Source: an optimization exercise on an open RTL-to-GDS flow (aim: small area, a short achievable clock period and few clock cycles per item). Production flows keep margins and buffers that such runs may drop. Function was checked by simulation only, so behaviour that the tests miss may differ from the original. Power and IR drop assume default switching activity.

===== flow/standard.sh =====
#!/bin/bash
# synth_recipe.tcl (not shown) runs the flow's synth.tcl, then flattens the netlist and writes it again
# the make line also repeats each setting of config.mk as NAME=value (left out here)
make -C /OpenROAD-flow-scripts/flow DESIGN_CONFIG=/design/flow/config.mk WORK_HOME=/design/flow/orfs CLKGATE_MAP_FILE= SYNTH_SCRIPT=/design/flow/synth_recipe.tcl "${@:-finish}"

===== flow/constraint.sdc =====
create_clock -name core_clock -period 4.5 [get_ports {clk}]
set_input_delay 0.9000 -clock core_clock [delete_from_list [all_inputs] [get_ports {clk}]]
set_output_delay 0.9000 -clock core_clock [all_outputs]
set_load 0.01 [all_outputs]

===== flow/flow/run.sh =====
#!/bin/bash
# Standard layout, with the smallest buffer on every input and output port.
set -uo pipefail
export BUFFER_PORTS_ARGS="-buffer_cell sky130_fd_sc_hd__buf_1"
bash standard.sh > standard.log 2>&1

===== flow/config.mk =====
export PLATFORM = sky130hd
export DESIGN_NAME = proj_readout_top
export DESIGN_NICKNAME = proj_readout_top
export VERILOG_FILES = /design/flow/design.v
export SDC_FILE = /design/flow/constraint.sdc
export NUM_CORES = 4
export LEC_CHECK = 0
export CAP_MARGIN = 20
export CORE_AREA = 5 5 245 245
export DIE_AREA = 0 0 250 250
export PLACE_DENSITY = 0.6
export SETUP_SLACK_MARGIN = 2.7
export SLEW_MARGIN = 20
export SYNTH_HIERARCHICAL = 1
export SYNTH_MINIMUM_KEEP_SIZE = 0

===== flow/design.v =====
module aoi222 (
    input  logic a1, a2,
    input  logic b1, b2,
    input  logic c1, c2,
    output logic y
);
    assign y = ~((a1 & a2) | (b1 & b2) | (c1 & c2));
endmodule
module proj_readout_top (
    input  logic         clk,
    input  logic         rst,
    input  logic         event_start,    
    input  logic [71:0]  item_count,     
    input  logic [527:0] mem_data,       
    input  logic         out_ack,        
    output logic [11:0]  mem_rd_en,      
    output logic [59:0]  mem_rd_addr,    
    output logic [53:0]  out_word,       
    output logic         out_req,        
    output logic         done            
);
    localparam int N_MEM = 12;
    logic             busy;       
    logic             init;       
    logic             wait1;      
    logic             arm;        
    logic             fin;        
    logic [2:0]       bx;         
    logic [3:0]       k;          
    logic [4:0]       a;          
    logic [N_MEM-1:0] nzq;        
    logic [5:0]       cnt;        
    logic [3:0]       nk;         
    logic             any_q;      
    logic             eom_q;      
    logic [43:0]      data_q;     
    logic             last_q;     
    logic [N_MEM-1:0] nz;         
    logic [N_MEM-1:0] above;      
    logic [3:0]       k_above;    
    logic             end_of_mem;
    logic             accept;     
    logic             ack_seen;   
    logic             idle_link;  
    always_comb begin
        for (int j = 0; j < N_MEM; j++) begin
            nz[j]    = |item_count[6*j +: 6];
            above[j] = nzq[j] && (init || (4'(j) > k));
        end
        k_above = '0;
        for (int j = N_MEM - 1; j >= 0; j--) begin
            if (above[j]) k_above = 4'(j);
        end
    end
    logic [N_MEM-1:0] kdec;       
    logic [N_MEM-1:0] ksel;       
    logic [5:0]       cnt_n [N_MEM/3];
    logic [43:0]      data_n [N_MEM/3];
    logic [5:0]       cnt_sel;
    logic [43:0]      data_sel;
    always_comb begin
        for (int j = 0; j < N_MEM; j++) begin
            kdec[j] = (k == 4'(j));
        end
    end
    for (genvar g = 0; g < N_MEM / 3; g++) begin : g_grp
        for (genvar i = 0; i < 6; i++) begin : g_cnt
            aoi222 u_aoi (
                .a1 (kdec[3*g]),     .a2 (item_count[6*(3*g) + i]),
                .b1 (kdec[3*g + 1]), .b2 (item_count[6*(3*g + 1) + i]),
                .c1 (kdec[3*g + 2]), .c2 (item_count[6*(3*g + 2) + i]),
                .y  (cnt_n[g][i])
            );
        end
        for (genvar i = 0; i < 44; i++) begin : g_dat
            aoi222 u_aoi (
                .a1 (ksel[3*g]),     .a2 (mem_data[44*(3*g) + i]),
                .b1 (ksel[3*g + 1]), .b2 (mem_data[44*(3*g + 1) + i]),
                .c1 (ksel[3*g + 2]), .c2 (mem_data[44*(3*g + 2) + i]),
                .y  (data_n[g][i])
            );
        end
    end
    assign cnt_sel  = ~(cnt_n[0] & cnt_n[1] & cnt_n[2] & cnt_n[3]);
    assign data_sel = ~(data_n[0] & data_n[1] & data_n[2] & data_n[3]);
    assign end_of_mem = ({1'b0, a} + 6'd1) == cnt;
    assign accept     = event_start && !busy;
    assign ack_seen   = out_req && out_ack;
    assign idle_link  = !out_req && !out_ack;
    always_ff @(posedge clk) begin
        if (rst) begin
            busy    <= 1'b0;
            init    <= 1'b0;
            wait1   <= 1'b0;
            arm     <= 1'b0;
            fin     <= 1'b0;
            out_req <= 1'b0;
            done    <= 1'b0;
            bx      <= 3'd7;
        end else begin
            done  <= 1'b0;
            init  <= 1'b0;
            wait1 <= init;
            if (accept) begin
                busy <= 1'b1;
                init <= 1'b1;
                arm  <= 1'b0;
                fin  <= 1'b0;
                bx   <= bx + 3'd1;
            end else if (busy) begin
                if (wait1) arm <= 1'b1;
                if (init) begin
                    if (nzq == '0) begin
                        done <= 1'b1;          
                        busy <= 1'b0;
                    end
                end else if (ack_seen) begin
                    out_req <= 1'b0;
                    if (last_q) fin <= 1'b1;
                end else if (idle_link) begin
                    if (fin) begin
                        done <= 1'b1;          
                        busy <= 1'b0;
                    end else if (arm) begin
                        out_req <= 1'b1;
                    end
                end
            end
        end
    end
    always_ff @(posedge clk) begin
        if (init) begin
            a <= '0;
            k <= k_above;
        end else if (ack_seen) begin
            if (!eom_q) begin
                a <= a + 5'd1;
            end else if (!last_q) begin
                a <= '0;
                k <= nk;
            end
        end
    end
    always_ff @(posedge clk) begin
        nzq    <= nz;
        nk     <= k_above;
        any_q  <= |above;
        ksel   <= kdec;
        cnt    <= cnt_sel;
        data_q <= data_sel;
        eom_q  <= end_of_mem;
        last_q <= end_of_mem && !any_q;
    end
    assign mem_rd_en   = '1;
    assign mem_rd_addr = {N_MEM{a}};
    assign out_word    = {last_q, bx, k, 2'b00, data_q};
endmodule

==> impl_results.md, run 1 <==
- Setup Total Neg Slack: 0 ns
- Avg Cell Area, Syn: 9.77 um2
- Global Route Usage Sum: 0.179
- Place WS: 2.34 ns
- Power per Cell Area: 248 nW/um2
- Multi-input logic area: 3650 um2
- Pin count of the biggest net entering global routing: 40
- Fin. max-slew vios: 0
- Fin Clk Skew: 0.0241 ns
- Post-Synth XOR/XNOR Area: 0.0115
- Layout cell share with drive strength beyond 1: 0.206
- Vias in the first global route: 10.0k
- Main combinational cell family by area after synthesis: compound AO/OA/AOI/OAI gates
- Via count: 10.3k
- IO Count: 732
- Critical path arrival: 2.18 ns
- DRC viols: 0
- Leakage: 3.69 nW
- Post-synthesis cell area: 6090 um2
- Drt first-iter violations: 2031
- First-pass GRT wire length: 79300 um
- Total iterations of the first detailed-routing run: 9
- RSZ-0062 raised after global routing: yes
- Setup crit start kind: flop
- Most frequent cells in the layout: 603 x buf_1, 200 x a222oi_1, 74 x buf_6
- Compound-Gate Fraction of Synth Area: 0.384
- Routed Antenna Nets: 0
- Crit-path max FO: 7
- Gpl congestion: 1.02
- Crit path setup slack, layout: 2.55 ns
- Post-synthesis adder-cell area fraction: 0.00821
- Clk slew on worst S/H paths: 0.07 ns
- Global route overflow: 0
- Die width: 250 um
- Min cycle time layout: 1.95 ns
- Slew headroom: 0.446
- Hold crit path type: flop to flop
- Synth-to-layout area growth: 79.7%
- Top_reg_cell synth: dfxtp_1
- TritonCTS buffer count: 9
- Post-Synth Simple-Gate Area: 0.155
- Fraction of registers with async set/reset: 0
- FF/Latch Area: 2130 um2
- Clock sinks: 100
- Final wirelength: 61600 um
- Seq cells post-synth: 100
- Layout net count: 1955
- Synth cell types: 58
- Post-synth top area share: 0.328
- WS Path Type: flop to flop
- Wirelength per Cell: 29.0 um
- Die area: 62500 um2
- Peak supply drop: 187 uV
- Hold_buf cts: 0
- Post-synthesis sequential area ratio: 0.335
- Setup violators final: 0
- CTS tree: yes
- Post-synth EDFFs: 4
- Hpwl dp: 49300 um
- Fill count: 6546
- Post-synth top area cell: a222oi_1
- Root buffer selected by CTS: clkbuf_16
- Worst Setup End Kind: flop
- Worst-margin pin slew: 0.830 ns
- Worst EP required: 4.73 ns
- Largest cells by area after synthesis: a222oi_1 33%, dfxtp_1 32%, buf_4 8.9%
- Yosys warns: 9
- Number of placement rows: 88
- Commonest non-fill, non-tap cell in the layout: buf_1
- Total power: 0.00272 W
- CTS max path bufs: 2
- Skew-Pair Late Insertion Delay: 0.40 ns
- Final hold slack: 0.403 ns
- Syn Inst Count: 624
- Final-report hold violation count: 0
- Initial Util: 0.106
- H-tree depth: 3
- Die Height: 250 um
- Multiplexer area fraction after synthesis: 0.00349
- FMAX: 513 MHz
- Number of port buffers: 717
- Post-route clock period utilization: 0.433
- Initial antenna violation count: 24
- Core outline area: 57400 um2
- Post-DR vias/cell: 4.84
- Max-cap violation count: 0
- Status: complete, no violations
## modules after synthesis (local to each module, per instance)
| module | cell area (um2) | times used |
|---|---|---|
| proj_readout_top | 4090 | 1 |
| aoi222 | 10.0 | 200 |
## what timing repair did
action | CTS | global route
buffers inserted | 36 | 11
pin swaps | 15 | 19
endpoints found under the setup margin | 153 | 110
resized for setup | 266 | 40
## metrics by stage
stage	cell area, um2	util	instances
5_1_grt	10900	0.191	2120
2_1_floorplan	6150	-	636
6_report	11000	0.191	2125
3_5_place_dp	9360	0.163	2054
3_3_place_gp	9360	0.163	2054
4_1_cts	10600	0.186	2106
## kinds of logic after synthesis
| kind of cell | count (synthesis) |
|---|---|
| multiplexers | 2 |
| AND/OR/NAND/NOR | 173 |
| adder cells (fa/ha/maj) | 4 |
| AO/OA/AOI/OAI | 245 |
| other | 2 |
| flip-flops | 100 |
| buffers and inverters | 90 |
| XOR/XNOR | 8 |
## report_power, final
group | switching, W | leakage [nW] | internal (W) | total [W]
registers | 0.0000718 | 0.849 | 0.000980 | 0.00105
clock network | 0.000458 | 0.140 | 0.000402 | 0.000861
logic | 0.000440 | 2.70 | 0.000367 | 0.000807
## cell usage after synthesis, types with 5 or more instances
| cell type | number |
|---|---|
| a21oi_1 | 10 |
| a222oi_1 | 200 |
| buf_2 | 5 |
| buf_4 | 72 |
| dfxtp_1 | 96 |
| inv_1 | 9 |
| nand2_1 | 31 |
| nand2b_1 | 9 |
| nand4_1 | 52 |
| nor2_1 | 32 |
| nor2b_1 | 5 |
| nor3_1 | 8 |
| nor3b_1 | 5 |
| nor4_1 | 15 |
## critical path, cell delays in order, from the launching register on
cell and delay, ns:
edfxtp_1 0.43, buf_4 0.17, clkinvlp_4 0.14, buf_4 0.19, nand2_8 0.09, nor2_4 0.07, a222oi_1 0.54, nand4_1 0.17
## registers in the layout (all words and copies together), names as in the netlist
signal / cells
any_q: 1
bx: 3
done: 1
cnt: 6
arm: 1
ksel: 12
out_req: 1
data_q: 44
nzq: 12
last_q: 1
nk: 4
a: 5
fin: 1
init: 1
k: 4
wait1: 1
busy: 1
eom_q: 1
## path summary, 6_finish.rpt
path,startpoint,to,slack (ns),cells after the start
hold / removal,any_q$_DFF_P_,last_q$_DFF_P_,0.40,1
setup reg to reg,k[2]$_DFFE_PP_,cnt[3]$_DFF_P_,2.55,7
hold reg to reg,any_q$_DFF_P_,last_q$_DFF_P_,0.40,1
setup / recovery,k[2]$_DFFE_PP_,cnt[3]$_DFF_P_,2.55,7
## layer usage
metal,up-vias,global-route usage,routed length [um]
met5,-,0,195
met4,30,0.0686,2690
met3,156,0.0802,8410
met2,947,0.270,25900
met1,4866,0.224,24400
li1,4295,-,-
## layout make-up
type / instances / area share
Antenna cell: 8 / 0.00183
Clock buffer: 10 / 0.0218
Clock inverter: 6 / 0.00480
Inverter: 9 / 0.00343
Multi-Input combinational cell: 446 / 0.333
Sequential cell: 100 / 0.195
Tap cell: 765 / 0.0874
Timing Repair Buffer: 781 / 0.352
Testbench counts, summed over its fixed seeds: cycles 93,176, words 22,694.
==> inputs of run 2 (changes only) <==
--- a/flow/config.mk
+++ b/flow/config.mk
@@ -9,7 +9,7 @@
 export CORE_AREA = 5 5 245 245
 export DIE_AREA = 0 0 250 250
 export PLACE_DENSITY = 0.6
-export SETUP_SLACK_MARGIN = 2.7
+export SETUP_SLACK_MARGIN = 2.2
 export SLEW_MARGIN = 20
 export SYNTH_HIERARCHICAL = 1
 export SYNTH_MINIMUM_KEEP_SIZE = 0
==> impl_results.md, run 2 <==
- FMAX: 451 MHz
- CTS max path bufs: 2
- First-pass GRT wire length: 74600 um
- DRC viols: 0
- IO Count: 732
- Critical path arrival: 1.32 ns
- Biggest cell delay along the critical path: 0.70 ns
- Worst Setup End Kind: primary output
- Fin Clk Skew: 0.0227 ns
- Most flops, register: data_q
- Max-cap violation count: 0
- Min cycle time layout: 2.22 ns
- Most frequent cell after synthesis: a222oi_1
- Pin count of the biggest net entering global routing: 45
- Core outline area: 57400 um2
- Delay-heaviest family, CP: flip-flops
- Post-synthesis cell area: 6090 um2
- Post-Synth XOR/XNOR Area: 0.0115
- Yosys warns: 9
- Root buffer selected by CTS: clkbuf_16
- Multiplexer area fraction after synthesis: 0.00349
- Worst path cell trace: buf_1
- Post-synthesis sequential area ratio: 0.335
- Place WS: 2.20 ns
- Worst EP required: 3.60 ns
- CTS tree: yes
- Main combinational cell family by area after synthesis: compound AO/OA/AOI/OAI gates
- Fraction of registers with async set/reset: 0
- Hold crit path type: flop to flop
- Layout cell share with drive strength beyond 1: 0.0489
- Design area: 9700 um2
- Slew headroom: 0.447
- Total iterations of the first detailed-routing run: 9
- Synth cell types: 58
- Worst-margin pin slew: 0.829 ns
- Seq cells post-synth: 100
- Die Height: 250 um
- Post-synthesis adder-cell area fraction: 0.00821
- Routed Antenna Nets: 0
- Status: complete, no violations
- Skew-Pair Late Insertion Delay: 0.40 ns
- Synth-to-layout area growth: 59.1%
- Wirelength per Cell: 27.3 um
- Hpwl dp: 45900 um
- Max reg flops: 44
- Final-report hold violation count: 0
- Die width: 250 um
- Avg Cell Area, Syn: 9.77 um2
- Global Route Usage Sum: 0.166
- Initial antenna violation count: 13
- Initial Util: 0.106
- Post-DR vias/cell: 4.83
- Post-synth top area share: 0.328
- Post-synth EDFFs: 4
- TritonCTS buffer count: 9
- Peak supply drop: 183 uV
- WS Path Type: flop to primary output
- Synth top cells by count: 200 x a222oi_1, 96 x dfxtp_1, 72 x buf_4
- WP buf/inv: 1
- Layout Cells excl Fill: 2078
- RSZ-0062 raised after global routing: no
- Number of placement rows: 88
- Placed Instance Area: 9330 um2
- Largest regs: data_q x44, ksel x12, nzq x12
- Drt first-iter violations: 2228
- H-tree depth: 3
- Most frequent cells in the layout: 717 x buf_1, 200 x a222oi_1, 81 x dfxtp_1
- Hold_buf cts: 0
- Post-route clock period utilization: 0.493
- Clock sinks: 100
- Total power: 0.00259 W
- Crit path setup slack, layout: 2.28 ns
- Number of port buffers: 717
- Layout net count: 1913
- Global route overflow: 0
- Fin. max-slew vios: 0
- Post-Synth Simple-Gate Area: 0.155
- Leakage: 2.87 nW
- Clk slew on worst S/H paths: 0.08 ns
- Setup Total Neg Slack: 0 ns
- Dpl cells: 2052
- Compound-Gate Fraction of Synth Area: 0.384
- Top_reg_cell synth: dfxtp_1
- Crit-path max FO: 13
- Gpl congestion: 0.997
- CP max stage cell: edfxtp_1
- Via count: 10.0k
- Power per Cell Area: 267 nW/um2
- Post-synth top area cell: a222oi_1
- Commonest non-fill, non-tap cell in the layout: buf_1
- Largest cells by area after synthesis: a222oi_1 33%, dfxtp_1 32%, buf_4 8.9%
- Syn Inst Count: 624
- Setup violators final: 0
- Die area: 62500 um2
- Final wirelength: 56600 um
- Vias in the first global route: 9774
- Setup crit start kind: flop
-- run 2: metal layers --
metal  track usage  share of wire
met5             0         0.0022
met4        0.0505          0.030
met3        0.0682           0.14
met2         0.272           0.46
met1         0.200           0.37
-- run 2: metrics by stage --
| stage | hold WS, ns | utilization |
|---|---|---|
| 3_5_place_dp | 0.377 | 0.163 |
| 4_1_cts | 0.388 | 0.168 |
| 5_1_grt | 0.412 | 0.169 |
| 6_report | 0.387 | 0.169 |
| 3_3_place_gp | 0.372 | 0.163 |
| 2_1_floorplan | 0.367 | - |
-- run 2: cells by family after synthesis --
logic type,after synthesis
compound gates,245
simple gates,173
flops,100
buf+inv,90
xor+xnor,8
fa+ha+maj,4
other cells,2
mux,2
-- run 2: area by class of cell --
type,instances,area (um2)
Antenna cell,3,7.51
Clock inverter,7,72.6
Fill cell,6660,47700
Timing Repair Buffer,739,2860
Inverter,9,33.8
Sequential cell,100,2060
Tap cell,765,957
Multi-Input combinational cell,446,3480
Clock buffer,9,225
-- run 2: per-module statistics from Yosys, one instance, submodules excluded --
module / cells / area [um2]
aoi222: 1 / 10.0
proj_readout_top: 424 / 4090
-- run 2: path summary, 6_finish.rpt --
check | end | cells past startpoint | from | slack (ns)
setup / recovery | out_word[46] | 1 | k[0]$_DFFE_PP_ | 2.28
hold / removal | last_q$_DFF_P_ | 1 | any_q$_DFF_P_ | 0.39
setup reg to reg | k[2]$_DFFE_PP_ | 5 | k[0]$_DFFE_PP_ | 2.39
hold reg to reg | last_q$_DFF_P_ | 1 | any_q$_DFF_P_ | 0.39
-- run 2: report_power, final --
group / internal [W] / total, W / leakage (nW) / switching [W]
sequential: 0.000977 / 0.00104 / 0.839 / 0.0000597
clock: 0.000393 / 0.000857 / 0.142 / 0.000464
combinational: 0.000271 / 0.000693 / 1.89 / 0.000422
total: 0.00164 / 0.00259 / 2.87 / 0.000946
-- run 2: repair_timing --
item                       in CTS  in global routing
pin swaps                       0                  0
setup buffers                   0                  7
resized for setup               3                  1
setup endpoints to repair      25                 14
gates cloned                    0                  0
==> inputs of run 3 (changes only) <==
--- a/flow/config.mk
+++ b/flow/config.mk
@@ -9,7 +9,7 @@
 export CORE_AREA = 5 5 245 245
 export DIE_AREA = 0 0 250 250
 export PLACE_DENSITY = 0.6
-export SETUP_SLACK_MARGIN = 2.2
+export SETUP_SLACK_MARGIN = 2.5
 export SLEW_MARGIN = 20
 export SYNTH_HIERARCHICAL = 1
 export SYNTH_MINIMUM_KEEP_SIZE = 0
==> impl_results.md, run 3 <==
- Synth cell types: 58
- DRC viols: 0
- Most frequent cell after synthesis: a222oi_1
- Hold crit path type: flop to flop
- Setup violators final: 0
- Clk slew on worst S/H paths: 0.08 ns
- Total iterations of the first detailed-routing run: 13
- IO Count: 732
- Yosys warns: 9
- Fraction of registers with async set/reset: 0
- Clock share of power: 0.330
- CTS max path bufs: 2
- Avg Cell Area, Syn: 9.77 um2
- Layout net count: 1922
- Vias in the first global route: 9872
- Wirelength per Cell: 27.2 um
- Routing usage on met2: 0.273
- CP max stage cell: a222oi_1
- Seq cells post-synth: 100
- Max reg flops: 44
- WS Path Type: flop to flop
- Drt first-iter violations: 2237
- Top Usage Layer GRT: met2
- Post-synth top area share: 0.328
- Fin Clk Skew: 0.0212 ns
- Top_reg_cell synth: dfxtp_1
- Setup crit start kind: flop
- WP buf/inv: 1
- Flop pwr share: 0.397
- Initial Util: 0.106
- Met1 Use GR: 0.202
- Skew-Pair Late Insertion Delay: 0.40 ns
- Min cycle time layout: 2.00 ns
- Post-synth top area cell: a222oi_1
- Clock sinks: 100
- Commonest non-fill, non-tap cell in the layout: buf_1
- FMAX: 499 MHz
- P_sw: 0.000946 W
- Biggest cell delay along the critical path: 0.74 ns
- Post-synthesis sequential area ratio: 0.335
- Critical Path Source: ksel[3]$_DFF_P_
- Post-synth EDFFs: 4
- Critical path arrival: 2.23 ns
- TritonCTS buffer count: 9
- Crit-path max FO: 24
- Fill count: 6655
- Status: complete, no violations
- Hpwl dp: 45900 um
- Most flops, register: data_q
- Critical Path Stages: 3
- Worst-margin pin slew: 0.812 ns
- Number of placement rows: 88
- Final-report hold violation count: 0
- Worst Setup EP: data_q[43]$_DFF_P_
- Worst EP required: 4.73 ns
- Total power: 0.00259 W
- Routed Antenna Nets: 0
- Net Sw Frac: 0.365
- H-tree depth: 3
- RSZ-0062 raised after global routing: yes
- Final wirelength: 56800 um
- Gpl congestion: 0.997
- Synth top cells by count: 200 x a222oi_1, 96 x dfxtp_1, 72 x buf_4
- Comb pwr share: 0.273
- Synth-to-layout area growth: 61.4%
- Global Route Usage Sum: 0.167
- Post-DR vias/cell: 4.83
- Pin count of the biggest net entering global routing: 45
- Layout cell share with drive strength beyond 1: 0.0697
- Syn Inst Count: 624
- Worst path cell trace: buf_4, a222oi_1, nand4_1
- Post-synthesis cell area: 6090 um2
- Global route overflow: 0
- Initial antenna violation count: 13
- Reg2reg path depth: 3
- Root buffer selected by CTS: clkbuf_16
- Post-route clock period utilization: 0.445
- Int Power: 0.00165 W
- Crit Reg-Reg Startpoint: ksel[3]$_DFF_P_
- Via count: 10.1k
- Power per Cell Area: 264 nW/um2
- R2R Path End: data_q[43]$_DFF_P_
- Setup Total Neg Slack: 0 ns
- Final hold slack: 0.386 ns
- Flop2flop setup slack: 2.50 ns
- First-pass GRT wire length: 74700 um
- Peak supply drop: 185 uV
- Fin. max-slew vios: 0
- Hold_buf cts: 0
- Largest cells by area after synthesis: a222oi_1 33%, dfxtp_1 32%, buf_4 8.9%
- Most frequent cells in the layout: 703 x buf_1, 200 x a222oi_1, 79 x dfxtp_1
- Delay-heaviest family, CP: compound AO/OA/AOI/OAI gates
- Number of port buffers: 717
- M3 GR Usage: 0.0654
- CTS tree: yes
- Max-cap violation count: 0
- Worst Setup End Kind: flop
- Leakage: 2.98 nW
- Die Height: 250 um
- Die area: 62500 um2
- Die width: 250 um
- Largest regs: data_q x44, ksel x12, nzq x12
- Slew headroom: 0.458
- Core outline area: 57400 um2
==> run 3: cell types whose count changed in the layout (fill, tap and decap cells not counted), moves of 5 or more <==
cell and change:
buf_1 -14, buf_2 +13, buf_4 +6, dfxtp_2 -5, dfxtp_4 +7
==> run 3: area by class of cell <==
cell class,instances,area (um2),area share
multi-input combinational,446,3500,0.356
timing repair buffer,748,2960,0.301
sequential,100,2080,0.211
tap,765,957,0.0973
clock buffer,9,225,0.0229
clock inverter,7,72.6,0.00738
inverter,9,33.8,0.00343
antenna,4,10.0,0.00102
==> run 3: power by group through the flow <==
stage          combinational, W  clock [W]  sequential, W
2_1_floorplan          0.000210          0        0.00108
3_3_place_gp           0.000687          0        0.00106
3_5_place_dp           0.000685          0        0.00106
4_1_cts                0.000714   0.000922        0.00103
5_1_grt                0.000763   0.000941        0.00104
6_report               0.000709   0.000855        0.00103
==> run 3: modules after synthesis (local to each module, per instance) <==
module,flip-flops and latches,area [um2],times used
aoi222,0,10.0,200
proj_readout_top,100,4090,1
==> run 3: cell families after synthesis <==
logic type                 synth area share
muxes                               0.00349
and+or+nand+nor                       0.155
AOI/OAI and AO/OA                     0.384
xor gates and xnor gates             0.0115
adders and majority gates           0.00821
buffers and inverters                 0.102
other                               0.00123
DFF                                   0.335
==> run 3: repair_timing <==
item / CTS / global route
gates resized for setup: 26 / 6
setup endpoints to repair: 89 / 11
setup buffers: 15 / 1
pin swaps: 2 / 1
gates cloned: 0 / 0
hold endpoints to repair: 0 / 0
==> run 3: worst min path at each step <==
stage,endpoint,cells past startpoint,startpoint,slack [ns]
after floorplan,last_q$_DFF_P_,1,any_q$_DFF_P_,0.37
after global placement,last_q$_DFF_P_,1,any_q$_DFF_P_,0.37
after detailed placement,last_q$_DFF_P_,1,any_q$_DFF_P_,0.38
after CTS,last_q$_DFF_P_,1,any_q$_DFF_P_,0.39
after global routing,last_q$_DFF_P_,1,any_q$_DFF_P_,0.41
final,last_q$_DFF_P_,1,any_q$_DFF_P_,0.39
==> run 3: through the flow <==
stage,setup slack (ns),area (um2),util,std cells
2_1_floorplan,2.57,6140,-,636
3_3_place_gp,2.21,9330,0.163,2052
3_5_place_dp,2.20,9330,0.163,2052
4_1_cts,2.51,9800,0.171,2083
5_1_grt,2.48,9830,0.171,2086
6_report,2.50,9840,0.172,2088
==> run 3: layer usage <==
layer	vias up	share of wire
met5	-	0.0020
met4	20	0.033
met1	4763	0.37
li1	4216	-
met3	131	0.14
met2	957	0.45
==> inputs of run 4 (changes only) <==
--- a/flow/config.mk
+++ b/flow/config.mk
@@ -9,7 +9,7 @@
 export CORE_AREA = 5 5 245 245
 export DIE_AREA = 0 0 250 250
 export PLACE_DENSITY = 0.6
-export SETUP_SLACK_MARGIN = 2.5
+export SETUP_SLACK_MARGIN = 2.4
 export SLEW_MARGIN = 20
 export SYNTH_HIERARCHICAL = 1
 export SYNTH_MINIMUM_KEEP_SIZE = 0
==> impl_results.md, run 4 <==
- Status: complete, no violations
- Layout cell share with drive strength beyond 1: 0.0614
- CTS max path bufs: 2
- Gpl congestion: 0.997
- RSZ-0062 raised after global routing: yes
- Core outline area: 57400 um2
- Critical Path Stages: 3
- Post-route clock period utilization: 0.447
- Setup crit start kind: flop
- TritonCTS buffer count: 9
- Setup violators final: 0
- Max-cap violation count: 0
- Layout net count: 1922
- Most frequent cells in the layout: 712 x buf_1, 200 x a222oi_1, 79 x dfxtp_1
- Reg2reg path depth: 3
- Routed Antenna Nets: 0
- CP max stage cell: a222oi_1
- Crit Reg-Reg Startpoint: ksel[2]$_DFF_P_
- Delay-heaviest family, CP: compound AO/OA/AOI/OAI gates
- IO Count: 732
- Worst Setup EP: data_q[4]$_DFF_P_
- Number of placement rows: 88
- Post-synth EDFFs: 4
- Clock sinks: 100
- Setup Total Neg Slack: 0 ns
- Power per Cell Area: 265 nW/um2
- Synth top cells by count: 200 x a222oi_1, 96 x dfxtp_1, 72 x buf_4
- FMAX: 498 MHz
- Worst EP required: 4.73 ns
- WS Path Type: flop to flop
- Avg Cell Area, Syn: 9.77 um2
- Total iterations of the first detailed-routing run: 9
- Root buffer selected by CTS: clkbuf_16
- Hpwl dp: 45900 um
- Worst-margin pin slew: 0.818 ns
- WP buf/inv: 1
- Final-report hold violation count: 0
- Worst path cell trace: buf_4, a222oi_1, nand4_1
- Global Route Usage Sum: 0.167
- Post-synthesis sequential area ratio: 0.335
- Die Height: 250 um
- Post-synth top area share: 0.328
- Post-synth top area cell: a222oi_1
- Die width: 250 um
- R2R Path End: data_q[4]$_DFF_P_
- CTS tree: yes
- Flop2flop setup slack: 2.49 ns
- Largest regs: data_q x44, ksel x12, nzq x12
- Pin count of the biggest net entering global routing: 45
- Syn Inst Count: 624
- Number of port buffers: 717
- Yosys warns: 9
- Global route overflow: 0
- Seq cells post-synth: 100
- Fill count: 6652
- Min cycle time layout: 2.01 ns
- Worst Setup End Kind: flop
- Fin Clk Skew: 0.0228 ns
- Critical path arrival: 2.24 ns
- Initial antenna violation count: 12
- Via count: 10.1k
- Largest cells by area after synthesis: a222oi_1 33%, dfxtp_1 32%, buf_4 8.9%
- Synth cell types: 58
- Vias in the first global route: 9852
- Initial Util: 0.106
- Final hold slack: 0.386 ns
- DRC viols: 0
- Die area: 62500 um2
- Fraction of registers with async set/reset: 0
- Biggest cell delay along the critical path: 0.76 ns
- Skew-Pair Late Insertion Delay: 0.40 ns
- First-pass GRT wire length: 74800 um
- Post-synthesis cell area: 6090 um2
- Crit-path max FO: 32
- Slew headroom: 0.451
- Final wirelength: 56800 um
- Peak supply drop: 183 uV
- H-tree depth: 3
- Fin. max-slew vios: 0
- Top_reg_cell synth: dfxtp_1
- Leakage: 2.93 nW
- Critical Path Source: ksel[2]$_DFF_P_
- Clk slew on worst S/H paths: 0.09 ns
- Most frequent cell after synthesis: a222oi_1
- Most flops, register: data_q
- Wirelength per Cell: 27.2 um
- Max reg flops: 44
- Post-DR vias/cell: 4.82
- Hold crit path type: flop to flop
- Drt first-iter violations: 2127
- Synth-to-layout area growth: 60.7%
- Commonest non-fill, non-tap cell in the layout: buf_1
## run 4: cell counts after synthesis
Identical to the previous run, type by type.
## run 4: logic make-up (layout without fill, tap and decap cells)
logic type	count (synthesis)	after routing	share of synthesized area
adders and majority gates	4	4	0.00821
and+or+nand+nor	173	173	0.155
other	2	18	0.00123
DFF	100	100	0.335
muxes	2	2	0.00349
buffers and inverters	90	773	0.102
AOI/OAI and AO/OA	245	245	0.384
xor gates and xnor gates	8	8	0.0115
## run 4: how the worst min path moves through the flow
stage                        startpoint             end  slack (ns)  cells after the start
after detailed placement  any_q$_DFF_P_  last_q$_DFF_P_        0.38                      1
after global routing      any_q$_DFF_P_  last_q$_DFF_P_        0.41                      1
after floorplan           any_q$_DFF_P_  last_q$_DFF_P_        0.37                      1
final                     any_q$_DFF_P_  last_q$_DFF_P_        0.39                      1
after CTS                 any_q$_DFF_P_  last_q$_DFF_P_        0.39                      1
after global placement    any_q$_DFF_P_  last_q$_DFF_P_        0.37                      1
## run 4: report_power, final
group / switching, W / internal [W] / leakage, nW
registers: 0.0000570 / 0.000975 / 0.841
logic: 0.000425 / 0.000278 / 1.95
clock network: 0.000466 / 0.000393 / 0.142
## run 4: final cells by class
class,instances,area [um2],area share
sequential,100,2070,0.212
timing repair buffer,748,2930,0.299
inverter,9,33.8,0.00345
multi-input combinational,446,3490,0.356
antenna,4,10.0,0.00102
clock inverter,7,72.6,0.00741
clock buffer,9,225,0.0230
tap,765,957,0.0978
## run 4: Yosys stat by module, one instance, submodules excluded
module            cells  area [um2]
proj_readout_top    424        4090
aoi222                1        10.0
## run 4: metrics by stage
stage          total power, W  instance area [um2]  instances  worst slack [ns]  utilization
6_report              0.00259                 9790       2088              2.49        0.171
5_1_grt               0.00274                 9780       2085              2.40        0.171
4_1_cts               0.00267                 9770       2084              2.41        0.170
3_5_place_dp          0.00175                 9330       2052              2.20        0.163
3_3_place_gp          0.00175                 9330       2052              2.21        0.163
2_1_floorplan         0.00129                 6140        636              2.57            -
## run 4: worst register-to-register path: stages, from the launching register on
cell and delay, ns:
dfxtp_2 0.52, buf_4 0.39, a222oi_1 0.78, nand4_1 0.15
## run 4: per-layer routing
metal | share of wire | vias to the layer above | global-route usage
li1 | - | 4212 | -
met1 | 0.37 | 4762 | 0.202
met2 | 0.46 | 947 | 0.274
met3 | 0.14 | 124 | 0.0665
met4 | 0.028 | 22 | 0.0496
met5 | 0.0022 | - | 0
## run 4: what timing repair did
| item | CTS | global route |
|---|---|---|
| pin swaps | 0 | 2 |
| hold buffers | 0 | 0 |
| gates resized for setup | 13 | 3 |
| endpoints found under the setup margin | 74 | 5 |
| setup buffers | 16 | 0 |
| hold endpoints to repair | 0 | 0 |
==> inputs of run 5 (changes only) <==
--- a/flow/config.mk
+++ b/flow/config.mk
@@ -8,7 +8,7 @@
 export CAP_MARGIN = 20
 export CORE_AREA = 5 5 245 245
 export DIE_AREA = 0 0 250 250
-export PLACE_DENSITY = 0.6
+export PLACE_DENSITY = 0.85
 export SETUP_SLACK_MARGIN = 2.4
 export SLEW_MARGIN = 20
 export SYNTH_HIERARCHICAL = 1
==> impl_results.md, run 5 <==
- Largest cells by area after synthesis: a222oi_1 33%, dfxtp_1 32%, buf_4 8.9%
- Fraction of registers with async set/reset: 0
- Post-DR vias/cell: 4.92
- Crit Reg-Reg Startpoint: k[2]$_DFFE_PP_
- CTS tree: yes
- Layout cell share with drive strength beyond 1: 0.0595
- Die area: 62500 um2
- R2R Path End: k[2]$_DFFE_PP_
- Post-synth top area cell: a222oi_1
- Number of port buffers: 717
- Worst EP required: 4.64 ns
- Initial Util: 0.106
- Total iterations of the first detailed-routing run: 13
- Hpwl dp: 50600 um
- Most flops, register: data_q
- RSZ-0062 raised after global routing: yes
- Critical path arrival: 2.22 ns
- H-tree depth: 3
- Hold crit path type: flop to flop
- Synth cell types: 58
- Drt first-iter violations: 2540
- Fin. max-slew vios: 0
- Most frequent cell after synthesis: a222oi_1
- Gpl congestion: 1.06
- Die Height: 250 um
- Setup Total Neg Slack: 0 ns
- Via count: 10.3k
- CP max stage cell: nor4_4
- Hold_buf cts: 0
- Hold Crit Depth: 1
- Top_reg_cell synth: dfxtp_1
- Seq cells post-synth: 100
- WS Path Type: flop to flop
- CTS max path bufs: 2
- Leakage: 2.92 nW
- Clock sinks: 100
- Layout net count: 1914
- Design area: 9770 um2
- Slew headroom: 0.305
- Max reg flops: 44
- FMAX: 481 MHz
- Power per Cell Area: 269 nW/um2
- Post-synthesis sequential area ratio: 0.335
- Critical Path Source: k[2]$_DFFE_PP_
- Vias in the first global route: 9979
- Clock share of power: 0.332
- Die width: 250 um
- Final wirelength: 60700 um
- Core outline area: 57400 um2
- Setup crit start kind: flop
- Net Sw Frac: 0.375
- Worst Setup EP: k[2]$_DFFE_PP_
- Fin Clk Skew: 0.0200 ns
- Number of placement rows: 88
- Flop2flop setup slack: 2.42 ns
- Global Route Usage Sum: 0.179
- Global route overflow: 0
- Synth top cells by count: 200 x a222oi_1, 96 x dfxtp_1, 72 x buf_4
- Largest regs: data_q x44, ksel x12, nzq x12
- Post-synth top area share: 0.328
- Min cycle time layout: 2.08 ns
- First-pass GRT wire length: 78800 um
- Crit-path max FO: 9
- DRC viols: 0
- Most frequent cells in the layout: 706 x buf_1, 200 x a222oi_1, 79 x dfxtp_1
- Wirelength per Cell: 29.1 um
- Setup violators final: 0
- Post-synthesis cell area: 6090 um2
- Placed Instance Area: 9310 um2
- TritonCTS buffer count: 9
- Yosys warns: 9
- Clk slew on worst S/H paths: 0.08 ns
- IO Count: 732
- Synth-to-layout area growth: 60.3%
- Status: complete, no violations
- Commonest non-fill, non-tap cell in the layout: buf_1
- Worst-margin pin slew: 1.04 ns
- Worst Setup End Kind: flop
- Int Power: 0.00165 W
- Initial antenna violation count: 42
- Comb pwr share: 0.271
- Post-synth EDFFs: 4
- Reg2reg path depth: 6
- Biggest cell delay along the critical path: 0.57 ns
- P_sw: 0.000987 W
- Flop pwr share: 0.397
- Peak supply drop: 183 uV
- Avg Cell Area, Syn: 9.77 um2
- Skew-Pair Late Insertion Delay: 0.40 ns
- Syn Inst Count: 624
- Max-cap violation count: 0
- Root buffer selected by CTS: clkbuf_16
- Final-report hold violation count: 0
- Routed Antenna Nets: 0
- Worst path cell trace: buf_4, nor4_4, o21ai_2, nand4_1, a41oi_1, mux2_2
- Post-route clock period utilization: 0.462
- Pin count of the biggest net entering global routing: 45
[run 5: routing by layer]
metal,vias up,share of wire,track usage,routed length [um]
met5,-,0.0053,0,324
met3,193,0.15,0.0900,9060
met1,4787,0.38,0.214,22800
met4,48,0.039,0.0688,2380
li1,4208,-,-,-
met2,1042,0.43,0.276,26200
[run 5: worst min-delay path by stage]
stage                        from        endpoint  slack [ns]
CTS                 any_q$_DFF_P_  last_q$_DFF_P_        0.39
floorplan           any_q$_DFF_P_  last_q$_DFF_P_        0.37
detailed placement  any_q$_DFF_P_  last_q$_DFF_P_        0.38
global route        any_q$_DFF_P_  last_q$_DFF_P_        0.39
global placement    any_q$_DFF_P_  last_q$_DFF_P_        0.37
finish              any_q$_DFF_P_  last_q$_DFF_P_        0.38
[run 5: what timing repair did]
| item | 4_1_cts | 5_1_grt |
|---|---|---|
| setup buffers | 10 | 0 |
| gates cloned | 0 | 0 |
| endpoints found under the setup margin | 79 | 39 |
| gates resized for setup | 17 | 4 |
| pin swaps | 0 | 1 |
[run 5: cell families after synthesis]
group | count (synthesis) | synth area share
AND/OR/NAND/NOR | 173 | 0.155
multiplexers | 2 | 0.00349
XOR/XNOR | 8 | 0.0115
buffers and inverters | 90 | 0.102
flip-flops | 100 | 0.335
AO/OA/AOI/OAI | 245 | 0.384
adder cells (fa/ha/maj) | 4 | 0.00821
other | 2 | 0.00123
[run 5: power groups by stage]
| stage | Combinational, W | Clock (W) | Sequential [W] |
|---|---|---|---|
| 6_report | 0.000714 | 0.000874 | 0.00104 |
| 5_1_grt | 0.000762 | 0.000950 | 0.00105 |
| 4_1_cts | 0.000715 | 0.000932 | 0.00105 |
| 3_5_place_dp | 0.000690 | 0 | 0.00107 |
| 3_3_place_gp | 0.000688 | 0 | 0.00107 |
| 2_1_floorplan | 0.000210 | 0 | 0.00108 |
[run 5: per-module statistics from Yosys (local to each module, per instance)]
module	copies in the design	cell area [um2]
aoi222	200	10.0
proj_readout_top	1	4090
[run 5: critical path: cells and delay by family (launching register included)]
family                 cells  cell delay (ns)
muxes                      1             0.30
and+or+nand+nor            2             0.71
AOI/OAI and AO/OA          2             0.22
DFF                        1             0.41
buffers and inverters      1             0.20
[run 5: per-stage QoR]
stage | worst slack [ns] | hold WS (ns) | power [W] | utilization | std cells
5_1_grt | 2.36 | 0.394 | 0.00277 | 0.170 | 2081
2_1_floorplan | 2.57 | 0.367 | 0.00129 | - | 636
6_report | 2.42 | 0.385 | 0.00263 | 0.170 | 2090
4_1_cts | 2.42 | 0.387 | 0.00269 | 0.170 | 2076
3_5_place_dp | 2.11 | 0.377 | 0.00176 | 0.162 | 2050
3_3_place_gp | 2.17 | 0.375 | 0.00176 | 0.162 | 2050
[run 5: cell type report]
| class | instances | area (um2) |
|---|---|---|
| Fill cell | 6588 | 47600 |
| Multi-Input combinational cell | 446 | 3480 |
| Timing Repair Buffer | 740 | 2890 |
| Sequential cell | 100 | 2070 |
| Tap cell | 765 | 957 |
| Clock buffer | 9 | 225 |
| Clock inverter | 7 | 72.6 |
| Antenna cell | 14 | 35.0 |
| Inverter | 9 | 33.8 |
==> inputs of run 6 (changes only) <==
--- a/flow/config.mk
+++ b/flow/config.mk
@@ -5,10 +5,11 @@
 export SDC_FILE = /design/flow/constraint.sdc
 export NUM_CORES = 4
 export LEC_CHECK = 0
+export ABC_AREA = 1
 export CAP_MARGIN = 20
 export CORE_AREA = 5 5 245 245
 export DIE_AREA = 0 0 250 250
-export PLACE_DENSITY = 0.85
+export PLACE_DENSITY = 0.6
 export SETUP_SLACK_MARGIN = 2.4
 export SLEW_MARGIN = 20
 export SYNTH_HIERARCHICAL = 1
==> impl_results.md, run 6 <==
- Flop2flop setup slack: 2.61 ns
- Min cycle time layout: 2.04 ns
- Total iterations of the first detailed-routing run: 5
- Die width: 250 um
- Final wirelength: 54000 um
- Setup Total Neg Slack: 0 ns
- Setup violators final: 0
- Crit-path max FO: 6
- Final-report hold violation count: 0
- RSZ-0062 raised after global routing: yes
- Crit Reg-Reg Startpoint: k[3]$_DFFE_PP_
- Post-synthesis cell area: 8970 um2
- WS Path Type: flop to primary output
- Setup crit start kind: flop
- R2R Path End: k[3]$_DFFE_PP_
- Drt first-iter violations: 794
- Slew headroom: 0.369
- Fraction of registers with async set/reset: 0
- Final hold slack: 0.393 ns
- Avg Cell Area, Syn: 5.49 um2
- Antenna diode count: 0
- Largest cells by area after synthesis: nand2_1 36%, dfxtp_1 21%, nor2_2 14%
- First-pass GRT wire length: 75400 um
- Core outline area: 57400 um2
- Most frequent cell after synthesis: nand2_1
- Hold Crit Depth: 1
- Global route overflow: 0
- Syn Inst Count: 1635
- Commonest non-fill, non-tap cell in the layout: nand2_1
- Post-DR vias/cell: 4.02
- Largest regs: data_q x44, ksel x12, nzq x12
- Die area: 62500 um2
- Layout cell share with drive strength beyond 1: 0.117
- Number of placement rows: 88
- Critical Path Source: k[1]$_DFFE_PP_
- Post-synth EDFFs: 4
- Leakage: 6.71 nW
- CTS tree: yes
- Die Height: 250 um
- Root buffer selected by CTS: clkbuf_16
- Fin Clk Skew: 0.0150 ns
- Hold crit path type: flop to flop
- Reg2reg path depth: 13
- IO Count: 732
- TritonCTS buffer count: 9
- Hold_buf cts: 0
- Most flops, register: data_q
- Layout net count: 2925
- WP buf/inv: 1
- CTS max path bufs: 2
- CP max stage cell: edfxtp_1
- Power per Cell Area: 211 nW/um2
- Critical Path Stages: 1
- Worst-margin pin slew: 0.946 ns
- Top_reg_cell synth: dfxtp_1
- Worst path cell trace: clkbuf_2
- Worst Setup End Kind: primary output
- Skew-Pair Late Insertion Delay: 0.39 ns
- Gpl congestion: 0.964
- Total power: 0.00265 W
- FF/Latch Area: 2070 um2
- Synth top cells by count: 869 x nand2_1, 217 x inv_1, 205 x nor2_2
- DRC viols: 0
- Worst Setup EP: out_word[47]
- H-tree depth: 3
- Worst EP required: 3.60 ns
- Most frequent cells in the layout: 869 x nand2_1, 716 x buf_1, 217 x inv_1
- Status: complete, no violations
- Global Route Usage Sum: 0.162
- Number of port buffers: 717
- Clock sinks: 100
- Yosys warns: 9
- Crit path setup slack, layout: 2.46 ns
- Post-synth top area cell: nand2_1
- Initial Util: 0.156
- Post-synthesis sequential area ratio: 0.228
- Vias in the first global route: 12.0k
- Seq cells post-synth: 100
- Hpwl dp: 43800 um
- Critical path arrival: 1.14 ns
- Fill count: 6848
- Place WS: 2.32 ns
- Max-cap violation count: 0
- Post-synth top area share: 0.363
- Max reg flops: 44
- Fin. max-slew vios: 0
- Pin count of the biggest net entering global routing: 45
- Biggest cell delay along the critical path: 0.53 ns
- Multi-input logic area: 5600 um2
- Post-route clock period utilization: 0.453
- Peak supply drop: 184 uV
- Routed Antenna Nets: 0
- Initial antenna violation count: 3
- Via count: 12.4k
- Wirelength per Cell: 17.5 um
- Clk slew on worst S/H paths: 0.08 ns
- Synth-to-layout area growth: 39.8%
- Delay-heaviest family, CP: flip-flops
- FMAX: 490 MHz
- Synth cell types: 36
-- run 6: repair_timing --
item | CTS | global route
endpoints found under the setup margin | 63 | 4
hold endpoints to repair | 0 | 0
pin swaps | 0 | 0
resized for setup | 6 | 4
setup buffers | 3 | 0
-- run 6: layout make-up --
class,count,area share
inverter,221,0.0662
clock buffer,11,0.0193
timing repair buffer,732,0.224
clock inverter,5,0.00349
multi-input combinational,1253,0.446
sequential,100,0.165
tap,765,0.0763
-- run 6: logic make-up after synthesis --
logic type                 synth area share
other                              0.000837
buffers and inverters                 0.154
and+or+nand+nor                       0.584
AOI/OAI and AO/OA                    0.0215
DFF                                   0.228
xor gates and xnor gates            0.00586
adders and majority gates           0.00558
-- run 6: power breakdown --
group          internal [W]  switching (W)  leakage, nW
registers          0.000989      0.0000955        0.841
logic              0.000288       0.000437         5.74
clock network      0.000400       0.000443        0.134
total               0.00168       0.000975         6.71
-- run 6: per-layer routing --
metal | vias to the layer above | track usage | wire (um)
met5 | - | 0 | 27
met4 | 4 | 0.0600 | 1780
met3 | 94 | 0.0380 | 4720
met2 | 670 | 0.272 | 25300
met1 | 5473 | 0.201 | 22200
li1 | 6178 | - | -
-- run 6: per-stage QoR --
stage | area [um2] | utilization | std cells
finish | 12500 | 0.219 | 3087
global route | 12500 | 0.219 | 3087
CTS | 12500 | 0.219 | 3087
detailed placement | 12200 | 0.213 | 3068
global placement | 12200 | 0.213 | 3068
floorplan | 9020 | - | 1647
-- run 6: per-module statistics from Yosys, one instance, submodules excluded --
module | cell area [um2] | flops+latches
proj_readout_top | 3970 | 100
aoi222 | 25.0 | 0
-- run 6: worst min-delay path by stage --
stage | slack [ns] | start | to
global placement | 0.38 | any_q$_DFF_P_ | last_q$_DFF_P_
global route | 0.41 | any_q$_DFF_P_ | last_q$_DFF_P_
finish | 0.39 | any_q$_DFF_P_ | last_q$_DFF_P_
detailed placement | 0.39 | any_q$_DFF_P_ | last_q$_DFF_P_
CTS | 0.38 | any_q$_DFF_P_ | last_q$_DFF_P_
floorplan | 0.37 | any_q$_DFF_P_ | last_q$_DFF_P_
==> inputs of run 7 (changes only) <==
--- a/flow/config.mk
+++ b/flow/config.mk
@@ -5,12 +5,12 @@
 export SDC_FILE = /design/flow/constraint.sdc
 export NUM_CORES = 4
 export LEC_CHECK = 0
-export ABC_AREA = 1
-export CAP_MARGIN = 20
+export CAP_MARGIN = 5
 export CORE_AREA = 5 5 245 245
 export DIE_AREA = 0 0 250 250
+export GPL_ROUTABILITY_DRIVEN = 0
 export PLACE_DENSITY = 0.6
 export SETUP_SLACK_MARGIN = 2.4
-export SLEW_MARGIN = 20
+export SLEW_MARGIN = 5
 export SYNTH_HIERARCHICAL = 1
 export SYNTH_MINIMUM_KEEP_SIZE = 0
==> impl_results.md, run 7 <==
- Largest cells by area after synthesis: a222oi_1 33%, dfxtp_1 32%, buf_4 8.9%
- Post-synthesis cell area: 6090 um2
- Status: complete, no violations
- Clk slew on worst S/H paths: 0.08 ns
- Reg2reg path depth: 3
- Synth top cells by count: 200 x a222oi_1, 96 x dfxtp_1, 72 x buf_4
- Hold Path End: last_q$_DFF_P_
- Total iterations of the first detailed-routing run: 14
- Biggest cell delay along the critical path: 0.76 ns
- Hpwl dp: 46300 um
- Most frequent cell after synthesis: a222oi_1
- Largest regs: data_q x44, ksel x12, nzq x12
- Avg Cell Area, Syn: 9.77 um2
- Clock sinks: 100
- Layout Cells excl Fill: 2087
- Post-synth top area share: 0.328
- Routed Antenna Nets: 0
- Setup violators final: 0
- Die area: 62500 um2
- Top_reg_cell synth: dfxtp_1
- Placed Instance Area: 9310 um2
- Multi-input logic area: 3500 um2
- R2R Path End: data_q[7]$_DFF_P_
- FF/Latch Area: 2070 um2
- Crit-path max FO: 29
- Vias in the first global route: 9975
- Max reg flops: 44
- IO Count: 732
- Drt first-iter violations: 2240
- CTS max path bufs: 2
- Leakage: 2.93 nW
- DRC viols: 0
- Post-synthesis sequential area ratio: 0.335
- Number of placement rows: 88
- Die width: 250 um
- Critical path arrival: 2.32 ns
- Die Height: 250 um
- Global Route Usage Sum: 0.167
- Pin count of the biggest net entering global routing: 45
- Slew headroom: 0.455
- Worst Setup End Kind: flop
- Post-route clock period utilization: 0.467
- Power per Cell Area: 264 nW/um2
- Final-report hold violation count: 0
- Global route overflow: 0
- Hold_buf cts: 0
- Initial antenna violation count: 20
- Post-synth top area cell: a222oi_1
- Fin util: 0.171
- Syn Inst Count: 624
- Most frequent cells in the layout: 711 x buf_1, 200 x a222oi_1, 78 x dfxtp_1
- H-tree depth: 3
- Design area: 9790 um2
- RSZ-0062 raised after global routing: no
- Post-synth EDFFs: 4
- Synth cell types: 58
- Final wirelength: 56300 um
- Wirelength per Cell: 27.0 um
- FMAX: 476 MHz
- Seq cells post-synth: 100
- Post-DR vias/cell: 4.82
- Place WS: 2.21 ns
- First-pass GRT wire length: 74900 um
- Skew-Pair Late Insertion Delay: 0.40 ns
- Initial Util: 0.106
- Worst EP required: 4.72 ns
- WS Path Type: flop to flop
- Hold_sp: any_q$_DFF_P_
- Most flops, register: data_q
- Fin Clk Skew: 0.0170 ns
- Crit Reg-Reg Startpoint: ksel[0]$_DFF_P_
- Layout cell share with drive strength beyond 1: 0.0630
- Worst-margin pin slew: 0.817 ns
- Setup crit start kind: flop
- Crit path setup slack, layout: 2.40 ns
- Dpl cells: 2050
- Fin. max-slew vios: 0
- Setup Total Neg Slack: 0 ns
- Hold crit path type: flop to flop
- Number of port buffers: 717
- Max-cap violation count: 0
- Core outline area: 57400 um2
- Fraction of registers with async set/reset: 0
- Synth-to-layout area growth: 60.6%
- Commonest non-fill, non-tap cell in the layout: buf_1
- Hold Crit Depth: 1
- Peak supply drop: 185 uV
- Fill count: 6661
- Worst path cell trace: buf_4, a222oi_1, nand4_1
- Flop2flop setup slack: 2.40 ns
- Via count: 10.1k
- TritonCTS buffer count: 9
- Layout net count: 1920
- CP max stage cell: a222oi_1
- CTS tree: yes
- Min cycle time layout: 2.10 ns
- Yosys warns: 9
- Root buffer selected by CTS: clkbuf_16
[run 7: worst max path at each step]
stage                           start                end  slack, ns  depth (start not counted)
floorplan              k[3]$_DFFE_PP_     k[2]$_DFFE_PP_       2.57                          6
global placement       k[1]$_DFFE_PP_     k[2]$_DFFE_PP_       2.24                          5
detailed placement     k[1]$_DFFE_PP_     k[2]$_DFFE_PP_       2.21                          5
CTS                 data_q[5]$_DFF_P_        out_word[5]       2.41                          1
global route        a[4]$_SDFFE_PP0P_    mem_rd_addr[19]       2.43                          1
finish                ksel[0]$_DFF_P_  data_q[7]$_DFF_P_       2.40                          3
[run 7: modules after synthesis, one instance, submodules excluded]
module | copies in the design | flops+latches
proj_readout_top | 1 | 100
aoi222 | 200 | 0
[run 7: cell type report]
| class | count | share of cell area |
|---|---|---|
| multi-input cells | 446 | 0.357 |
| repair buffers | 746 | 0.298 |
| flip-flops and latches | 100 | 0.212 |
| well taps | 765 | 0.0978 |
| clock buffers | 9 | 0.0230 |
| clock inverters | 7 | 0.00741 |
| inverters | 9 | 0.00345 |
| diodes | 5 | 0.00128 |
[run 7: critical path: cells and delay by family, from the launching register on]
kind | cells | cell delay, ns
flip-flops | 1 | 0.55
AO/OA/AOI/OAI | 1 | 0.76
buffers and inverters | 1 | 0.38
AND/OR/NAND/NOR | 1 | 0.22
[run 7: repair_timing]
action	CTS	global route
cloned	0	0
buffers inserted	15	1
resized for setup	13	6
pin swaps	0	1
setup endpoints to repair	76	17
[run 7: cell families after synthesis]
kind of cell               Yosys count  synth area share
DFF                                100             0.335
adders and majority gates            4           0.00821
AOI/OAI and AO/OA                  245             0.384
buffers and inverters               90             0.102
xor gates and xnor gates             8            0.0115
other                                2           0.00123
and+or+nand+nor                    173             0.155
muxes                                2           0.00349
[run 7: metrics by stage]
| step | hold WS (ns) | power, W |
|---|---|---|
| 4_1_cts | 0.388 | 0.00264 |
| 5_1_grt | 0.398 | 0.00273 |
| 3_5_place_dp | 0.376 | 0.00174 |
| 3_3_place_gp | 0.375 | 0.00174 |
| 6_report | 0.384 | 0.00259 |
| 2_1_floorplan | 0.367 | 0.00129 |
[run 7: report_power, final]
group	total, W	switching [W]	internal, W	leakage [nW]
sequential	0.00104	0.0000690	0.000975	0.841
combinational	0.000693	0.000416	0.000278	1.95
clock	0.000848	0.000456	0.000392	0.142
[run 7: layer usage]
metal  part of all wire  up-vias  global-route usage  routed length [um]
met5             0.0031        -                   0                 173
met4              0.028       28              0.0493                1550
met3               0.16      112              0.0871                9070
met2               0.45      969               0.269               25600
met1               0.35     4735               0.192               19900
li1                   -     4214                   -                   -
==> inputs of run 8 (changes only) <==
==> flow/flow/run.sh (replaced) <==
#!/bin/bash
# Standard layout, with the smallest buffer on every input and output port
# and pins allowed one routing track apart.
set -uo pipefail
export BUFFER_PORTS_ARGS="-buffer_cell sky130_fd_sc_hd__buf_1"
export PLACE_PINS_ARGS="-min_distance 1 -min_distance_in_tracks"
bash standard.sh > standard.log 2>&1
==> flow/config.mk (replaced) <==
export PLATFORM = sky130hd
export DESIGN_NAME = proj_readout_top
export DESIGN_NICKNAME = proj_readout_top
export VERILOG_FILES = /design/flow/design.v
export SDC_FILE = /design/flow/constraint.sdc
export NUM_CORES = 4
export LEC_CHECK = 0
export CAP_MARGIN = 20
export CORE_AREA = 5 5 195 195
export DIE_AREA = 0 0 200 200
export PLACE_DENSITY = 0.6
export SETUP_SLACK_MARGIN = 2.4
export SLEW_MARGIN = 20
export SYNTH_HIERARCHICAL = 1
export SYNTH_MINIMUM_KEEP_SIZE = 0
==> impl_results.md, run 8 <==
- Status: complete, no violations
- Skew-Pair Late Insertion Delay: 0.38 ns
- Post-synthesis sequential area ratio: 0.335
- Post-synth top area share: 0.328
- Post-synthesis cell area: 6090 um2
- Biggest cell delay along the critical path: 0.53 ns
- Setup crit start kind: flop
- Initial Util: 0.171
- CP max stage cell: dfxtp_2
- Worst Setup End Kind: primary output
- Setup Total Neg Slack: 0 ns
- Most flops, register: data_q
- Total iterations of the first detailed-routing run: 12
- Avg Cell Area, Syn: 9.77 um2
- Vias in the first global route: 9913
- Pin count of the biggest net entering global routing: 45
- Gpl congestion: 1.14
- Fill count: 3990
- First-pass GRT wire length: 62700 um
- Die Height: 200 um
- Design area: 9430 um2
- Met2 WL: 20200 um
- Yosys warns: 9
- Post-synth top area cell: a222oi_1
- Place WS: 2.15 ns
- Post-route clock period utilization: 0.446
- Hold crit path type: flop to flop
- Fraction of registers with async set/reset: 0
- Setup violators final: 0
- Largest regs: data_q x44, ksel x12, nzq x12
- RSZ-0062 raised after global routing: no
- Root buffer selected by CTS: clkbuf_16
- Worst EP required: 3.60 ns
- Clock share of power: 0.322
- Delay-heaviest family, CP: flip-flops
- Crit-path max FO: 19
- Leakage: 2.91 nW
- Net Sw Frac: 0.327
- CTS max path bufs: 2
- Min cycle time layout: 2.01 ns
- Fin. max-slew vios: 0
- Via count: 10.1k
- FF/Latch Area: 2070 um2
- Synth cell types: 58
- Crit path setup slack, layout: 2.49 ns
- WS Path Type: flop to primary output
- Most frequent cell after synthesis: a222oi_1
- Max reg flops: 44
- TritonCTS buffer count: 9
- Seq cells post-synth: 100
- Worst path cell trace: buf_1
- Top_reg_cell synth: dfxtp_1
- DRC viols: 0
- Synth top cells by count: 200 x a222oi_1, 96 x dfxtp_1, 72 x buf_4
- Fin Clk Skew: 0.0173 ns
- Layout cell share with drive strength beyond 1: 0.0562
- Final-report hold violation count: 0
- Hpwl dp: 35400 um
- Largest cells by area after synthesis: a222oi_1 33%, dfxtp_1 32%, buf_4 8.9%
- H-tree depth: 3
- Top Layer Used: met4
- Die area: 40000 um2
- Number of port buffers: 717
- Post-synth EDFFs: 4
- Final hold slack: 0.387 ns
- Number of placement rows: 69
- FMAX: 498 MHz
- Int Power: 0.00165 W
- Comb pwr share: 0.261
- Clock sinks: 100
- Synth-to-layout area growth: 54.7%
- Die width: 200 um
- Syn Inst Count: 624
- Post-DR vias/cell: 5.62
- Initial antenna violation count: 25
- Peak supply drop: 188 uV
- Flop2flop setup slack: 2.50 ns
- Final wirelength: 46700 um
- Total power: 0.00245 W
- Flop pwr share: 0.417
- CTS tree: yes
- Drt first-iter violations: 1831
- Power per Cell Area: 260 nW/um2
- Worst-margin pin slew: 0.884 ns
- P_sw: 0.000800 W
- Routed Antenna Nets: 0
- Global route overflow: 0
- Slew headroom: 0.406
- Met1 WL: 16500 um
- Met3 wire len: 6410 um
- Critical path arrival: 1.11 ns
- Clk slew on worst S/H paths: 0.07 ns
- Core outline area: 35600 um2
- WP buf/inv: 1
- Global Route Usage Sum: 0.212
- Placed Instance Area: 8930 um2
- Layout net count: 1920
- Wirelength per Cell: 25.9 um
- Max-cap violation count: 0
- Most frequent cells in the layout: 717 x buf_1, 200 x a222oi_1, 79 x dfxtp_1
- Commonest non-fill, non-tap cell in the layout: buf_1
- Multi-input logic area: 3480 um2
- IO Count: 732
-- run 8: cell counts after synthesis --
Identical to the previous run, type by type.
-- run 8: routing by layer --
metal / global-route usage / vias up
li1: - / 4246
met2: 0.331 / 1035
met1: 0.240 / 4583
met3: 0.0727 / 261
met4: 0.157 / 0
met5: 0.00358 / -
-- run 8: cells by family after synthesis --
group	count (synthesis)	synth area share
flip-flops	100	0.335
multiplexers	2	0.00349
AO/OA/AOI/OAI	245	0.384
AND/OR/NAND/NOR	173	0.155
buffers and inverters	90	0.102
adder cells (fa/ha/maj)	4	0.00821
other	2	0.00123
XOR/XNOR	8	0.0115
-- run 8: final timing paths --
kind	start	endpoint	cells after the start
worst max-delay path	a[3]$_SDFFE_PP0P_	mem_rd_addr[53]	1
worst min-delay path	any_q$_DFF_P_	last_q$_DFF_P_	1
worst max register to register	k[2]$_DFFE_PP_	cnt[4]$_DFF_P_	6
worst min register to register	any_q$_DFF_P_	last_q$_DFF_P_	1
-- run 8: area by class of cell --
cell class                      count  area share
Multi-Input combinational cell    446       0.370
Tap cell                          461      0.0612
Timing Repair Buffer              746       0.310
Antenna cell                       25     0.00663
Clock inverter                      6     0.00491
Inverter                            9     0.00358
Sequential cell                   100       0.219
Clock buffer                       10      0.0253
-- run 8: power groups by stage --
stage | logic (W) | registers [W] | clock network (W)
after floorplan | 0.000210 | 0.00108 | 0
after global placement | 0.000597 | 0.00105 | 0
after detailed placement | 0.000597 | 0.00105 | 0
after CTS | 0.000621 | 0.00102 | 0.000829
after global routing | 0.000682 | 0.00103 | 0.000852
final | 0.000640 | 0.00102 | 0.000788
-- run 8: modules after synthesis, one instance, submodules excluded --
module	cells inside	flip-flops and latches
proj_readout_top	424	100
aoi222	1	0
-- run 8: repair_timing --
action,CTS,global route
endpoints found under the hold margin,0,0
gates cloned,0,0
endpoints found under the setup margin,70,13
pin swaps,0,1
resized for setup,6,1
hold buffers,0,0
buffers inserted,15,1
-- run 8: through the flow --
stage,std cells,util
after floorplan,636,-
after global placement,1746,0.251
after detailed placement,1746,0.251
after CTS,1777,0.263
after global routing,1800,0.265
final,1803,0.265
==> inputs of run 9 (changes only) <==
--- a/flow/design.v
+++ b/flow/design.v
@@ -45,7 +45,7 @@
     always_comb begin
         for (int j = 0; j < N_MEM; j++) begin
             nz[j]    = |item_count[6*j +: 6];
-            above[j] = nzq[j] && (init || (4'(j) > k));
+            above[j] = nzq[j] && (4'(j) > k);
         end
         k_above = '0;
         for (int j = N_MEM - 1; j >= 0; j--) begin
@@ -100,7 +100,7 @@
         end else begin
             done  <= 1'b0;
             init  <= 1'b0;
-            wait1 <= init;
+            wait1 <= init && !nzq[0];
             if (accept) begin
                 busy <= 1'b1;
                 init <= 1'b1;
@@ -108,7 +108,7 @@
                 fin  <= 1'b0;
                 bx   <= bx + 3'd1;
             end else if (busy) begin
-                if (wait1) arm <= 1'b1;
+                if (wait1 || (init && nzq[0])) arm <= 1'b1;
                 if (init) begin
                     if (nzq == '0) begin
                         done <= 1'b1;          
@@ -129,9 +129,11 @@
         end
     end
     always_ff @(posedge clk) begin
-        if (init) begin
+        if (accept) begin
             a <= '0;
-            k <= k_above;
+            k <= '0;
+        end else if (init) begin
+            if (!nzq[0]) k <= k_above;
         end else if (ack_seen) begin
             if (!eom_q) begin
                 a <= a + 5'd1;
==> flow/flow/run.sh (replaced) <==
#!/bin/bash
# Standard layout, with the smallest buffer on every input and output port.
set -uo pipefail
export BUFFER_PORTS_ARGS="-buffer_cell sky130_fd_sc_hd__buf_1"
bash standard.sh > standard.log 2>&1
--- a/flow/config.mk
+++ b/flow/config.mk
@@ -6,10 +6,10 @@
 export NUM_CORES = 4
 export LEC_CHECK = 0
 export CAP_MARGIN = 20
-export CORE_AREA = 5 5 195 195
-export DIE_AREA = 0 0 200 200
+export CORE_AREA = 5 5 245 245
+export DIE_AREA = 0 0 250 250
 export PLACE_DENSITY = 0.6
-export SETUP_SLACK_MARGIN = 2.4
+export SETUP_SLACK_MARGIN = 2.5
 export SLEW_MARGIN = 20
 export SYNTH_HIERARCHICAL = 1
 export SYNTH_MINIMUM_KEEP_SIZE = 0
==> impl_results.md, run 9 <==
- Status: complete, no violations
- Net Sw Frac: 0.350
- Initial Util: 0.107
- Pin count of the biggest net entering global routing: 44
- Die width: 250 um
- Skew-Pair Late Insertion Delay: 0.40 ns
- Post-synthesis cell area: 6120 um2
- Leakage: 3.01 nW
- Max reg flops: 44
- Global route overflow: 0
- Gpl congestion: 0.981
- Power per Cell Area: 241 nW/um2
- Layout cell share with drive strength beyond 1: 0.0858
- Worst EP required: 4.74 ns
- Layout Cells excl Fill: 2108
- Initial antenna violation count: 25
- Post-synthesis sequential area ratio: 0.327
- FMAX: 491 MHz
- Number of placement rows: 88
- Most frequent cells in the layout: 689 x buf_1, 200 x a222oi_1, 78 x dfxtp_1
- Setup Total Neg Slack: 0 ns
- Crit-path max FO: 22
- Int Power: 0.00156 W
- Setup violators final: 0
- Synth-to-layout area growth: 63.1%
- Peak supply drop: 188 uV
- Slew headroom: 0.286
- Flop pwr share: 0.399
- CTS max path bufs: 2
- Comb pwr share: 0.233
- Dpl cells: 2070
- Most frequent cell after synthesis: a222oi_1
- Clock share of power: 0.368
- Layout net count: 1943
- Fin util: 0.174
- Critical path arrival: 2.28 ns
- Setup crit start kind: flop
- Worst Setup End Kind: flop
- Fin Clk Skew: 0.0182 ns
- Post-route clock period utilization: 0.452
- Final wirelength: 59500 um
- Commonest non-fill, non-tap cell in the layout: buf_1
- Final-report hold violation count: 0
- Max-cap violation count: 0
- RSZ-0062 raised after global routing: yes
- CTS tree: yes
- Die Height: 250 um
- First-pass GRT wire length: 78100 um
- Top_reg_cell synth: dfxtp_1
- Largest cells by area after synthesis: a222oi_1 33%, dfxtp_1 33%, buf_4 9.0%
- Min cycle time layout: 2.04 ns
- Most flops, register: data_q
- Reg2reg path depth: 4
- Wirelength per Cell: 28.2 um
- Hpwl dp: 48800 um
- Root buffer selected by CTS: clkbuf_16
- Clk slew on worst S/H paths: 0.10 ns
- Routed Antenna Nets: 0
- H-tree depth: 3
- Synth cell types: 57
- Yosys warns: 9
- Via count: 10.3k
- Fraction of registers with async set/reset: 0
- Die area: 62500 um2
- Vias in the first global route: 10.1k
- Largest regs: data_q x44, ksel x12, nzq x12
- P_sw: 0.000843 W
- Seq cells post-synth: 100
- DRC viols: 0
- WS Path Type: flop to flop
- Avg Cell Area, Syn: 9.56 um2
-- run 9: critical path, stage by stage, from the launching register on --
cell and delay [ns]:
dfxtp_2 0.37, buf_4 0.25, buf_4 0.29, a222oi_1 0.78, nand4_1 0.15
-- run 9: Yosys stat by module (local to each module, per instance) --
module	flip-flops and latches	cells inside	cell area [um2]
proj_readout_top	100	440	4110
aoi222	0	1	10.0
-- run 9: cells by family after synthesis --
family | share of synthesized area
buf+inv | 0.100
flops | 0.327
compound gates | 0.391
fa+ha+maj | 0.00818
simple gates | 0.163
mux | 0.00164
other cells | 0.00123
xor+xnor | 0.00716
-- run 9: layer usage --
layer / wire length [um] / track usage / vias to the layer above
met5: 253 / 0 / -
met4: 1840 / 0.0608 / 40
met3: 8780 / 0.0796 / 140
met2: 25300 / 0.263 / 929
met1: 23400 / 0.225 / 4921
li1: - / - / 4294
-- run 9: what timing repair did --
item | CTS | global route
buffers inserted | 16 | 3
setup endpoints to repair | 97 | 23
hold buffers | 0 | 0
resized for setup | 47 | 12
pin swaps | 0 | 1
-- run 9: through the flow --
step | cell area, um2 | setup slack (ns) | total power [W]
finish | 9980 | 2.46 | 0.00241
global placement | 9370 | 2.14 | 0.00150
CTS | 9910 | 2.50 | 0.00246
detailed placement | 9370 | 2.16 | 0.00150
floorplan | 6160 | 2.61 | 0.00120
global route | 9980 | 2.49 | 0.00254
-- run 9: worst paths after layout --
| check | from | endpoint | slack, ns |
|---|---|---|---|
| worst min-delay path | any_q$_DFF_P_ | last_q$_DFF_P_ | 0.43 |
| worst max register to register | ksel[2]$_DFF_P_ | data_q[6]$_DFF_P_ | 2.46 |
| worst max-delay path | ksel[2]$_DFF_P_ | data_q[6]$_DFF_P_ | 2.46 |
| worst min register to register | any_q$_DFF_P_ | last_q$_DFF_P_ | 0.43 |
-- run 9: cell type report --
| cell class | count | area (um2) |
|---|---|---|
| diodes | 3 | 7.51 |
| clock buffers | 9 | 225 |
| clock inverters | 7 | 72.6 |
| fillers | 6667 | 47400 |
| inverters | 6 | 22.5 |
| multi-input cells | 464 | 3580 |
| flip-flops and latches | 100 | 2050 |
| well taps | 765 | 957 |
| repair buffers | 754 | 3060 |
-- run 9: power groups by stage --
stage               Combinational, W  Sequential, W  Clock (W)
finish                      0.000561       0.000961   0.000885
global placement            0.000499       0.000999          0
CTS                         0.000555       0.000961   0.000947
floorplan                   0.000199       0.000997          0
detailed placement          0.000499        0.00100          0
global route                0.000605       0.000967   0.000964
Testbench counts of run 9, summed over its fixed seeds: cycles 92,895, words 22,694.

Check on run 9: ideal ports give 2.465 ns setup slack; a clkbuf_16 on the clock port and buf_2 on the inputs give 2.465 ns; moving port delays by the midpoint clock arrival (0.433 ns) as well gives 2.220 ns.
